This design comes from an exercise in tuning for small area, a short achievable clock period and few clock cycles on the open sky130 flow, not from production work. Only simulation tests tie the RTL to the original design; equivalence was not proved.

==> raven <==
==> flow/design.v <==
package cfm_pkg;
   localparam int ADDR_W = 32;
   localparam int IDX_W = 4;
   localparam int PREFIX_W = 6;
   localparam int RULE_SLOTS_DEF = 16;
   localparam int RES_W = IDX_W + 2;    
   localparam logic [ADDR_W-1:0] MASK_ALL = '1;
   localparam logic [PREFIX_W-1:0] PREFIX_FULL = PREFIX_W'(ADDR_W);
   localparam logic OP_WRITE = 1'b0;
   localparam logic OP_CHECK = 1'b1;
   function automatic logic [ADDR_W-1:0] prefix_mask(input logic [PREFIX_W-1:0] len);
      logic [ADDR_W-1:0] mask;
      if (len >= PREFIX_FULL) begin
         mask = MASK_ALL;
      end else begin
         mask = ~(MASK_ALL >> len);
      end
      prefix_mask = mask;
   endfunction
endpackage
module cfm_cell #(
   parameter int INDEX = 0
) (
   input  logic                         clock,
   input  logic                         reset,       
   input  logic                         wr_go,       
   input  logic                         wr_hit,      
   input  logic [cfm_pkg::ADDR_W-1:0]   wr_network,
   input  logic [cfm_pkg::PREFIX_W-1:0] wr_prefix,
   input  logic                         wr_action,
   input  logic                         wr_enable,
   input  logic [cfm_pkg::ADDR_W-1:0]   address,
   output logic                         match,       
   output logic                         action
);
   logic [cfm_pkg::ADDR_W-1:0] net_ff;
   logic [cfm_pkg::PREFIX_W-1:0] len_ff, len_code;
   logic action_ff;
   logic valid;
   logic sel;
   assign sel = wr_go && wr_hit;
   always_comb begin
      if (!wr_enable) begin
         len_code = '1;
      end else if (wr_prefix[cfm_pkg::PREFIX_W-1]) begin
         len_code = cfm_pkg::PREFIX_FULL;
      end else begin
         len_code = wr_prefix;
      end
   end
   always_ff @(posedge clock) begin
      if (sel && wr_enable) begin
         net_ff <= wr_network;
         action_ff <= wr_action;
      end
      if (sel || reset) begin
         len_ff <= len_code | {cfm_pkg::PREFIX_W{reset}};
      end
   end
   assign valid = !(len_ff[5] && len_ff[0]);
   localparam int NBLK = cfm_pkg::ADDR_W / 4;
   logic [cfm_pkg::ADDR_W-1:0] diff;
   logic [NBLK-1:0] blk_full, blk_part, blk_miss;
   logic part1, part2, part3;
   assign diff = address ^ net_ff;
   assign part1 = len_ff[1] | len_ff[0];
   assign part2 = len_ff[1];
   assign part3 = len_ff[1] & len_ff[0];
   always_comb begin
      for (int b = 0; b < NBLK; b++) begin
         blk_full[b] = len_ff[5] || (len_ff[4:2] > 3'(b));
         blk_part[b] = !len_ff[5] && (len_ff[4:2] == 3'(b));
         blk_miss[b] = (blk_full[b] && (|diff[31-4*b -: 4])) ||
                       (blk_part[b] && ((diff[31-4*b] && part1) ||
                                        (diff[30-4*b] && part2) ||
                                        (diff[29-4*b] && part3)));
      end
   end
   assign match = valid && !(|blk_miss);
   assign action = action_ff;
endmodule
module cidr_first_match_filter_core #(
   parameter int RULE_SLOTS = cfm_pkg::RULE_SLOTS_DEF
) (
   input  logic                         clock,
   input  logic                         reset,
   input  logic                         req_valid,
   output logic                         req_ready,
   input  logic                         req_op,
   input  logic [cfm_pkg::ADDR_W-1:0]   req_address,
   input  logic [cfm_pkg::IDX_W-1:0]    req_rule_index,
   input  logic [cfm_pkg::ADDR_W-1:0]   req_rule_network,
   input  logic [cfm_pkg::PREFIX_W-1:0] req_rule_prefix,
   input  logic                         req_rule_action,
   input  logic                         req_rule_enable,
   output logic                         rsp_valid,
   input  logic                         rsp_ready,
   output logic                         rsp_allow,
   output logic                         rsp_hit,
   output logic [cfm_pkg::IDX_W-1:0]    rsp_hit_index
);
   localparam int RES_W = cfm_pkg::RES_W;
   logic advance;
   logic accept_check;
   logic h_valid;
   logic [RES_W-1:0] h_data;
   assign advance = !h_valid || rsp_ready;
   assign accept_check = !reset && req_valid && advance && (req_op == cfm_pkg::OP_CHECK);
   logic [RULE_SLOTS-1:0] match, action, write_hit;
   always_comb begin
      for (int k = 0; k < RULE_SLOTS; k++) begin
         write_hit[k] = req_valid && (req_op == cfm_pkg::OP_WRITE) &&
                        (req_rule_index == cfm_pkg::IDX_W'(k));
      end
   end
   for (genvar k = 0; k < RULE_SLOTS; k++) begin : g_cell
      cfm_cell #(
         .INDEX (k)
      ) u_cell (
         .clock      (clock),
         .reset      (reset),
         .wr_go      (advance),
         .wr_hit     (write_hit[k]),
         .wr_network (req_rule_network),
         .wr_prefix  (req_rule_prefix),
         .wr_action  (req_rule_action),
         .wr_enable  (req_rule_enable),
         .address    (req_address),
         .match      (match[k]),
         .action     (action[k])
      );
   end
   logic s1_check;
   logic [RULE_SLOTS-1:0] s1_match;
   always_ff @(posedge clock) begin
      if (advance) begin
         s1_match <= match;
      end
      if (reset) begin
         s1_check <= 1'b0;
      end else if (advance) begin
         s1_check <= accept_check;
      end
   end
   logic [RES_W-1:0] verdict;
   always_comb begin
      verdict = '0;
      for (int k = RULE_SLOTS - 1; k >= 0; k--) begin
         if (s1_match[k]) begin
            verdict = {action[k], 1'b1, cfm_pkg::IDX_W'(k)};
         end
      end
   end
   always_ff @(posedge clock) begin
      if (advance) begin
         h_data <= verdict;
      end
      if (reset) begin
         h_valid <= 1'b0;
      end else if (advance) begin
         h_valid <= s1_check;
      end
   end
   assign req_ready = advance;
   assign rsp_valid = h_valid;
   assign {rsp_allow, rsp_hit, rsp_hit_index} = h_data;
endmodule
==> flow/run.sh <==
#!/bin/bash
# synth_recipe.tcl (not shown) runs the flow's synth.tcl, then flattens the netlist and writes it again
# the make line also repeats each setting of config.mk as NAME=value (left out here)
make -C /OpenROAD-flow-scripts/flow DESIGN_CONFIG=/design/flow/config.mk WORK_HOME=/design/flow/orfs CLKGATE_MAP_FILE= SYNTH_SCRIPT=/design/flow/synth_recipe.tcl finish
==> flow/config.mk <==
export PLATFORM = sky130hd
export DESIGN_NAME = cidr_first_match_filter_core
export DESIGN_NICKNAME = cidr_first_match_filter_core
export VERILOG_FILES = /design/flow/design.v
export SDC_FILE = /design/flow/constraint.sdc
export NUM_CORES = 4
export LEC_CHECK = 0
export CAP_MARGIN = 20
export CORE_MARGIN = 2
export CORE_UTILIZATION = 55
export CTS_CLUSTER_DIAMETER = 60
export CTS_CLUSTER_SIZE = 25
export SETUP_SLACK_MARGIN = 2.0
export SLEW_MARGIN = 20
==> flow/constraint.sdc <==
create_clock -name core_clock -period 4.0 [get_ports {clock}]
set_input_delay 0.8000 -clock core_clock [delete_from_list [all_inputs] [get_ports {clock}]]
set_output_delay 0.8000 -clock core_clock [all_outputs]
set_load 0.01 [all_outputs]
==> yarrow: changes against raven <==
==> flow/design.v, changed modules only <==
module cidr_first_match_filter_core #(
   parameter int RULE_SLOTS = cfm_pkg::RULE_SLOTS_DEF
) (
   input  logic                         clock,
   input  logic                         reset,
   input  logic                         req_valid,
   output logic                         req_ready,
   input  logic                         req_op,
   input  logic [cfm_pkg::ADDR_W-1:0]   req_address,
   input  logic [cfm_pkg::IDX_W-1:0]    req_rule_index,
   input  logic [cfm_pkg::ADDR_W-1:0]   req_rule_network,
   input  logic [cfm_pkg::PREFIX_W-1:0] req_rule_prefix,
   input  logic                         req_rule_action,
   input  logic                         req_rule_enable,
   output logic                         rsp_valid,
   input  logic                         rsp_ready,
   output logic                         rsp_allow,
   output logic                         rsp_hit,
   output logic [cfm_pkg::IDX_W-1:0]    rsp_hit_index
);
   localparam int QD = 3;                
   localparam int RES_W = cfm_pkg::RES_W;
   logic ready_ff;
   logic accept_check;
   assign accept_check = !reset && req_valid && ready_ff && (req_op == cfm_pkg::OP_CHECK);
   logic [RULE_SLOTS-1:0] match, action, write_hit;
   always_comb begin
      for (int k = 0; k < RULE_SLOTS; k++) begin
         write_hit[k] = req_valid && (req_op == cfm_pkg::OP_WRITE) &&
                        (req_rule_index == cfm_pkg::IDX_W'(k));
      end
   end
   for (genvar k = 0; k < RULE_SLOTS; k++) begin : g_cell
      cfm_cell #(
         .INDEX (k)
      ) u_cell (
         .clock      (clock),
         .reset      (reset),
         .wr_go      (ready_ff),
         .wr_hit     (write_hit[k]),
         .wr_network (req_rule_network),
         .wr_prefix  (req_rule_prefix),
         .wr_action  (req_rule_action),
         .wr_enable  (req_rule_enable),
         .address    (req_address),
         .match      (match[k]),
         .action     (action[k])
      );
   end
   logic s1_check;
   logic [RULE_SLOTS-1:0] s1_match;
   always_ff @(posedge clock) begin
      s1_check <= accept_check;
      s1_match <= match;
   end
   logic [RES_W-1:0] verdict;
   always_comb begin
      verdict = '0;
      for (int k = RULE_SLOTS - 1; k >= 0; k--) begin
         if (s1_match[k]) begin
            verdict = {action[k], 1'b1, cfm_pkg::IDX_W'(k)};
         end
      end
   end
   logic [RES_W-1:0] q_data [QD];
   logic [1:0] q_wp, q_rp, q_wp_next, q_rp_next;
   logic [QD-1:0] q_fill;
   logic h_valid;
   logic [RES_W-1:0] h_data;
   logic pop;
   logic room_pop, room_hold;     
   assign pop = q_fill[0] && rsp_ready;
   assign q_wp_next = (q_wp == 2'(QD - 1)) ? 2'd0 : q_wp + 2'd1;
   assign q_rp_next = (q_rp == 2'(QD - 1)) ? 2'd0 : q_rp + 2'd1;
   always_comb begin
      case ({s1_check, ready_ff})
         2'b00: begin room_pop = 1'b1; room_hold = !q_fill[2]; end
         2'b11: begin room_pop = !q_fill[1]; room_hold = !q_fill[0]; end
         default: begin room_pop = !q_fill[2]; room_hold = !q_fill[1]; end
      endcase
   end
   always_ff @(posedge clock) begin
      if (s1_check) begin
         q_data[q_wp] <= verdict;
      end
      if (!q_fill[0]) begin
         h_data <= verdict;
      end else if (pop) begin
         if (q_fill[1]) begin
            h_data <= q_data[q_rp_next];
         end else begin
            h_data <= verdict;
         end
      end
      if (reset) begin
         q_wp <= '0;
         q_rp <= '0;
         q_fill <= '0;
         h_valid <= 1'b0;
         ready_ff <= 1'b1;
      end else begin
         if (s1_check) begin
            q_wp <= q_wp_next;
         end
         if (pop) begin
            q_rp <= q_rp_next;
         end
         if (s1_check && !pop) begin
            q_fill <= {q_fill[QD-2:0], 1'b1};
         end else if (pop && !s1_check) begin
            q_fill <= {1'b0, q_fill[QD-1:1]};
         end
         if (!q_fill[0] || (pop && !q_fill[1])) begin
            h_valid <= s1_check;
         end
         ready_ff <= pop ? room_pop : room_hold;
      end
   end
   assign req_ready = ready_ff;
   assign rsp_valid = h_valid;
   assign {rsp_allow, rsp_hit, rsp_hit_index} = h_data;
endmodule
==> flow/flow/run.sh (new file) <==
#!/bin/bash
# The standard layout (standard.sh, ORFS synthesis to finish) with extra
# don't-use cells from flow/dont_use.mk added to the design config. Each ORFS
# step writes its own full log under orfs/logs/; make's own output goes to
# flow_make.log in the work folder.
set -euo pipefail
cat flow/dont_use.mk >> config.mk
bash standard.sh > flow_make.log 2>&1
==> flow/flow/dont_use.mk (new file) <==
# Slow OR/AND/MUX gates kept out of synthesis and repair: the deep reductions of
# the prefix match map onto NAND/NOR trees instead.
export DONT_USE_CELLS =  sky130_fd_sc_hd__or4_1 sky130_fd_sc_hd__or4_2 sky130_fd_sc_hd__or4_4 sky130_fd_sc_hd__or4b_1 sky130_fd_sc_hd__or4b_2 sky130_fd_sc_hd__or4b_4 sky130_fd_sc_hd__or4bb_1 sky130_fd_sc_hd__or4bb_2 sky130_fd_sc_hd__or4bb_4 sky130_fd_sc_hd__or3_1 sky130_fd_sc_hd__or3_2 sky130_fd_sc_hd__or3_4 sky130_fd_sc_hd__or3b_1 sky130_fd_sc_hd__or3b_2 sky130_fd_sc_hd__or3b_4 sky130_fd_sc_hd__or2_0 sky130_fd_sc_hd__or2_1 sky130_fd_sc_hd__or2_2 sky130_fd_sc_hd__or2_4 sky130_fd_sc_hd__or2b_1 sky130_fd_sc_hd__or2b_2 sky130_fd_sc_hd__or2b_4 sky130_fd_sc_hd__and4_1 sky130_fd_sc_hd__and4_2 sky130_fd_sc_hd__and4_4 sky130_fd_sc_hd__and4b_1 sky130_fd_sc_hd__and4b_2 sky130_fd_sc_hd__and4b_4 sky130_fd_sc_hd__and4bb_1 sky130_fd_sc_hd__and4bb_2 sky130_fd_sc_hd__and4bb_4 sky130_fd_sc_hd__a2111oi_0 sky130_fd_sc_hd__o2111ai_1 sky130_fd_sc_hd__a2111o_1 sky130_fd_sc_hd__o2111a_1 sky130_fd_sc_hd__o311ai_0 sky130_fd_sc_hd__a311oi_1 sky130_fd_sc_hd__o41ai_1 sky130_fd_sc_hd__a41oi_1 sky130_fd_sc_hd__mux4_1 sky130_fd_sc_hd__mux4_2 sky130_fd_sc_hd__mux4_4 sky130_fd_sc_hd__mux2i_1 sky130_fd_sc_hd__mux2i_2 sky130_fd_sc_hd__mux2i_4 sky130_fd_sc_hd__a2111o_2 sky130_fd_sc_hd__a2111o_4 sky130_fd_sc_hd__o2111a_2 sky130_fd_sc_hd__o2111a_4
==> flow/standard.sh (new file) <==
#!/bin/bash
# synth_recipe.tcl (not shown) runs the flow's synth.tcl, then flattens the netlist and writes it again
# the make line also repeats each setting of config.mk as NAME=value (left out here)
make -C /OpenROAD-flow-scripts/flow DESIGN_CONFIG=/design/flow/config.mk WORK_HOME=/design/flow/orfs CLKGATE_MAP_FILE= SYNTH_SCRIPT=/design/flow/synth_recipe.tcl "${@:-finish}"
Settings changed: CAP_MARGIN 20 to 10, DONT_USE_CELLS set to  sky130_fd_sc_hd__or4_1 sky130_fd_sc_hd__or4_2 sky130_fd_sc_hd__or4_4 sky130_fd_sc_hd__or4b_1 sky130_fd_sc_hd__or4b_2 sky130_fd_sc_hd__or4b_4 sky130_fd_sc_hd__or4bb_1 sky130_fd_sc_hd__or4bb_2 sky130_fd_sc_hd__or4bb_4 sky130_fd_sc_hd__or3_1 sky130_fd_sc_hd__or3_2 sky130_fd_sc_hd__or3_4 sky130_fd_sc_hd__or3b_1 sky130_fd_sc_hd__or3b_2 sky130_fd_sc_hd__or3b_4 sky130_fd_sc_hd__or2_0 sky130_fd_sc_hd__or2_1 sky130_fd_sc_hd__or2_2 sky130_fd_sc_hd__or2_4 sky130_fd_sc_hd__or2b_1 sky130_fd_sc_hd__or2b_2 sky130_fd_sc_hd__or2b_4 sky130_fd_sc_hd__and4_1 sky130_fd_sc_hd__and4_2 sky130_fd_sc_hd__and4_4 sky130_fd_sc_hd__and4b_1 sky130_fd_sc_hd__and4b_2 sky130_fd_sc_hd__and4b_4 sky130_fd_sc_hd__and4bb_1 sky130_fd_sc_hd__and4bb_2 sky130_fd_sc_hd__and4bb_4 sky130_fd_sc_hd__a2111oi_0 sky130_fd_sc_hd__o2111ai_1 sky130_fd_sc_hd__a2111o_1 sky130_fd_sc_hd__o2111a_1 sky130_fd_sc_hd__o311ai_0 sky130_fd_sc_hd__a311oi_1 sky130_fd_sc_hd__o41ai_1 sky130_fd_sc_hd__a41oi_1 sky130_fd_sc_hd__mux4_1 sky130_fd_sc_hd__mux4_2 sky130_fd_sc_hd__mux4_4 sky130_fd_sc_hd__mux2i_1 sky130_fd_sc_hd__mux2i_2 sky130_fd_sc_hd__mux2i_4 sky130_fd_sc_hd__a2111o_2 sky130_fd_sc_hd__a2111o_4 sky130_fd_sc_hd__o2111a_2 sky130_fd_sc_hd__o2111a_4, SETUP_SLACK_MARGIN 2.0 to 2.2, SLEW_MARGIN 20 to 10.
removed: flow/run.sh
==> umber: changes against raven <==
==> flow/flow/run.sh (new file) <==
#!/bin/bash
# The standard layout (standard.sh, ORFS synthesis to finish) with extra
# don't-use cells from flow/dont_use.mk added to the design config. Each ORFS
# step writes its own full log under orfs/logs/; make's own output goes to
# flow_make.log in the work folder.
set -euo pipefail
cat flow/dont_use.mk >> config.mk
bash standard.sh > flow_make.log 2>&1
==> flow/flow/dont_use.mk (new file) <==
# Slow OR/AND gates kept out of synthesis and repair: the deep reductions of the
# prefix match map onto NAND/NOR trees instead.
export DONT_USE_CELLS =  sky130_fd_sc_hd__or4_1 sky130_fd_sc_hd__or4_2 sky130_fd_sc_hd__or4_4 sky130_fd_sc_hd__or4b_1 sky130_fd_sc_hd__or4b_2 sky130_fd_sc_hd__or4b_4 sky130_fd_sc_hd__or4bb_1 sky130_fd_sc_hd__or4bb_2 sky130_fd_sc_hd__or4bb_4 sky130_fd_sc_hd__or3_1 sky130_fd_sc_hd__or3_2 sky130_fd_sc_hd__or3_4 sky130_fd_sc_hd__or3b_1 sky130_fd_sc_hd__or3b_2 sky130_fd_sc_hd__or3b_4 sky130_fd_sc_hd__or2_0 sky130_fd_sc_hd__or2_1 sky130_fd_sc_hd__or2_2 sky130_fd_sc_hd__or2_4 sky130_fd_sc_hd__or2b_1 sky130_fd_sc_hd__or2b_2 sky130_fd_sc_hd__or2b_4 sky130_fd_sc_hd__and4_1 sky130_fd_sc_hd__and4_2 sky130_fd_sc_hd__and4_4 sky130_fd_sc_hd__and4b_1 sky130_fd_sc_hd__and4b_2 sky130_fd_sc_hd__and4b_4 sky130_fd_sc_hd__and4bb_1 sky130_fd_sc_hd__and4bb_2 sky130_fd_sc_hd__and4bb_4 sky130_fd_sc_hd__a2111oi_0 sky130_fd_sc_hd__o2111ai_1 sky130_fd_sc_hd__a2111o_1 sky130_fd_sc_hd__o2111a_1 sky130_fd_sc_hd__o311ai_0 sky130_fd_sc_hd__a311oi_1 sky130_fd_sc_hd__o41ai_1 sky130_fd_sc_hd__a41oi_1
==> flow/standard.sh (new file) <==
#!/bin/bash
# synth_recipe.tcl (not shown) runs the flow's synth.tcl, then flattens the netlist and writes it again
# the make line also repeats each setting of config.mk as NAME=value (left out here)
make -C /OpenROAD-flow-scripts/flow DESIGN_CONFIG=/design/flow/config.mk WORK_HOME=/design/flow/orfs CLKGATE_MAP_FILE= SYNTH_SCRIPT=/design/flow/synth_recipe.tcl "${@:-finish}"
Settings changed: DONT_USE_CELLS set to  sky130_fd_sc_hd__or4_1 sky130_fd_sc_hd__or4_2 sky130_fd_sc_hd__or4_4 sky130_fd_sc_hd__or4b_1 sky130_fd_sc_hd__or4b_2 sky130_fd_sc_hd__or4b_4 sky130_fd_sc_hd__or4bb_1 sky130_fd_sc_hd__or4bb_2 sky130_fd_sc_hd__or4bb_4 sky130_fd_sc_hd__or3_1 sky130_fd_sc_hd__or3_2 sky130_fd_sc_hd__or3_4 sky130_fd_sc_hd__or3b_1 sky130_fd_sc_hd__or3b_2 sky130_fd_sc_hd__or3b_4 sky130_fd_sc_hd__or2_0 sky130_fd_sc_hd__or2_1 sky130_fd_sc_hd__or2_2 sky130_fd_sc_hd__or2_4 sky130_fd_sc_hd__or2b_1 sky130_fd_sc_hd__or2b_2 sky130_fd_sc_hd__or2b_4 sky130_fd_sc_hd__and4_1 sky130_fd_sc_hd__and4_2 sky130_fd_sc_hd__and4_4 sky130_fd_sc_hd__and4b_1 sky130_fd_sc_hd__and4b_2 sky130_fd_sc_hd__and4b_4 sky130_fd_sc_hd__and4bb_1 sky130_fd_sc_hd__and4bb_2 sky130_fd_sc_hd__and4bb_4 sky130_fd_sc_hd__a2111oi_0 sky130_fd_sc_hd__o2111ai_1 sky130_fd_sc_hd__a2111o_1 sky130_fd_sc_hd__o2111a_1 sky130_fd_sc_hd__o311ai_0 sky130_fd_sc_hd__a311oi_1 sky130_fd_sc_hd__o41ai_1 sky130_fd_sc_hd__a41oi_1, SETUP_SLACK_MARGIN 2.0 to 1.7.
removed: flow/run.sh
==> impl_metrics.tcl <==
set metrics [dict create \
    status "complete, no violations" \
    via_per_inst 6.45 \
    wl_per_cell_um 32.1 \
    bufAreaShareNonClock 0.109 \
    cp-end-kind "register" \
    setup_slack_ns 1.66 \
    insertion_delay_ns 0.63 \
    path_cells "inv_1, o22ai_1, a21oi_1, o311ai_2, a211oi_2" \
    max-slew-margin-rel 0.210 \
    avgSynthCellArea_um2 12.8 \
    synth_top_area_share 0.636 \
    die_h_um 239 \
    nonClockBufferCount 404 \
    hold_start "s1_check" \
]
[end of results for raven]
==> impl_metrics.tcl <==
set metrics [dict create \
    synth_top_area_share 0.611 \
    wl_per_cell_um 35.8 \
    hold_start "req_op" \
    comb.multi_input.count 1625 \
    bufAreaShareNonClock 0.151 \
    cp-end-kind "primary output" \
    via_per_inst 6.74 \
    max-slew-margin-rel 0.0873 \
    setup_slack_ns 1.95 \
    die_h_um 245 \
    nonClockBufferCount 483 \
    insertion_delay_ns 0.65 \
    path_cells "buf_4, buf_6" \
    status "complete, no violations" \
]
[end of results for yarrow]
==> impl_metrics.tcl <==
set metrics [dict create \
    max-slew-margin-rel 0.0968 \
    status "complete, no violations" \
    wl_per_cell_um 34.1 \
    nonClockBufferCount 303 \
    insertion_delay_ns 0.64 \
    hold_start "s1_check" \
    cp-end-kind "register" \
    via_per_inst 6.60 \
    avgSynthCellArea_um2 12.9 \
    bufAreaShareNonClock 0.0876 \
]
[end of results for umber]
Testbench counts of raven, summed over its fixed seeds: cycles 12,144.
Testbench counts of yarrow, summed over its fixed seeds: cycles 12,144.
Testbench counts of umber, summed over its fixed seeds: cycles 12,144.

==> afterwards: timing with drivers on the ports <==
How much do the figures lean on ideal ports? The routed layouts below were timed once more, with nothing changed but the port constraints.
Step 1 sets driving cells, clkbuf_16 on the clock port and buf_2 on the other inputs (assumed; they add their load-dependent delay and slew).
Step 2 also shifts input and output timing later by t, the mid clock arrival at the registers, as if the neighbouring blocks saw the same clock.
a / b / c = ideal ports / drivers / drivers and shift; a / b = the first two.
run | t (ns) | slack for setup (ns) | worst hold slack (ns) | latest minus earliest clock arrival (ns) | slew at the worst register clock pin (ns)
raven | 0.679 | 1.663 / 1.663 / 1.090 | 0.460 / 0.460 / 0.460 | 0.024 / 0.024 | 0.10 / 0.10
yarrow | 0.699 | 1.948 / 1.882 / 1.346 | 0.466 / 0.420 / 0.552 | 0.043 / 0.043 | 0.10 / 0.10
umber | 0.682 | 1.638 / 1.674 / 0.992 | 0.454 / 0.454 / 0.454 | 0.030 / 0.030 | 0.10 / 0.10
After both steps every run listed still meets setup and hold. For umber, which loses most, drivers alone change the setup slack by +0.036 ns; drivers and shift together by -0.646 ns.
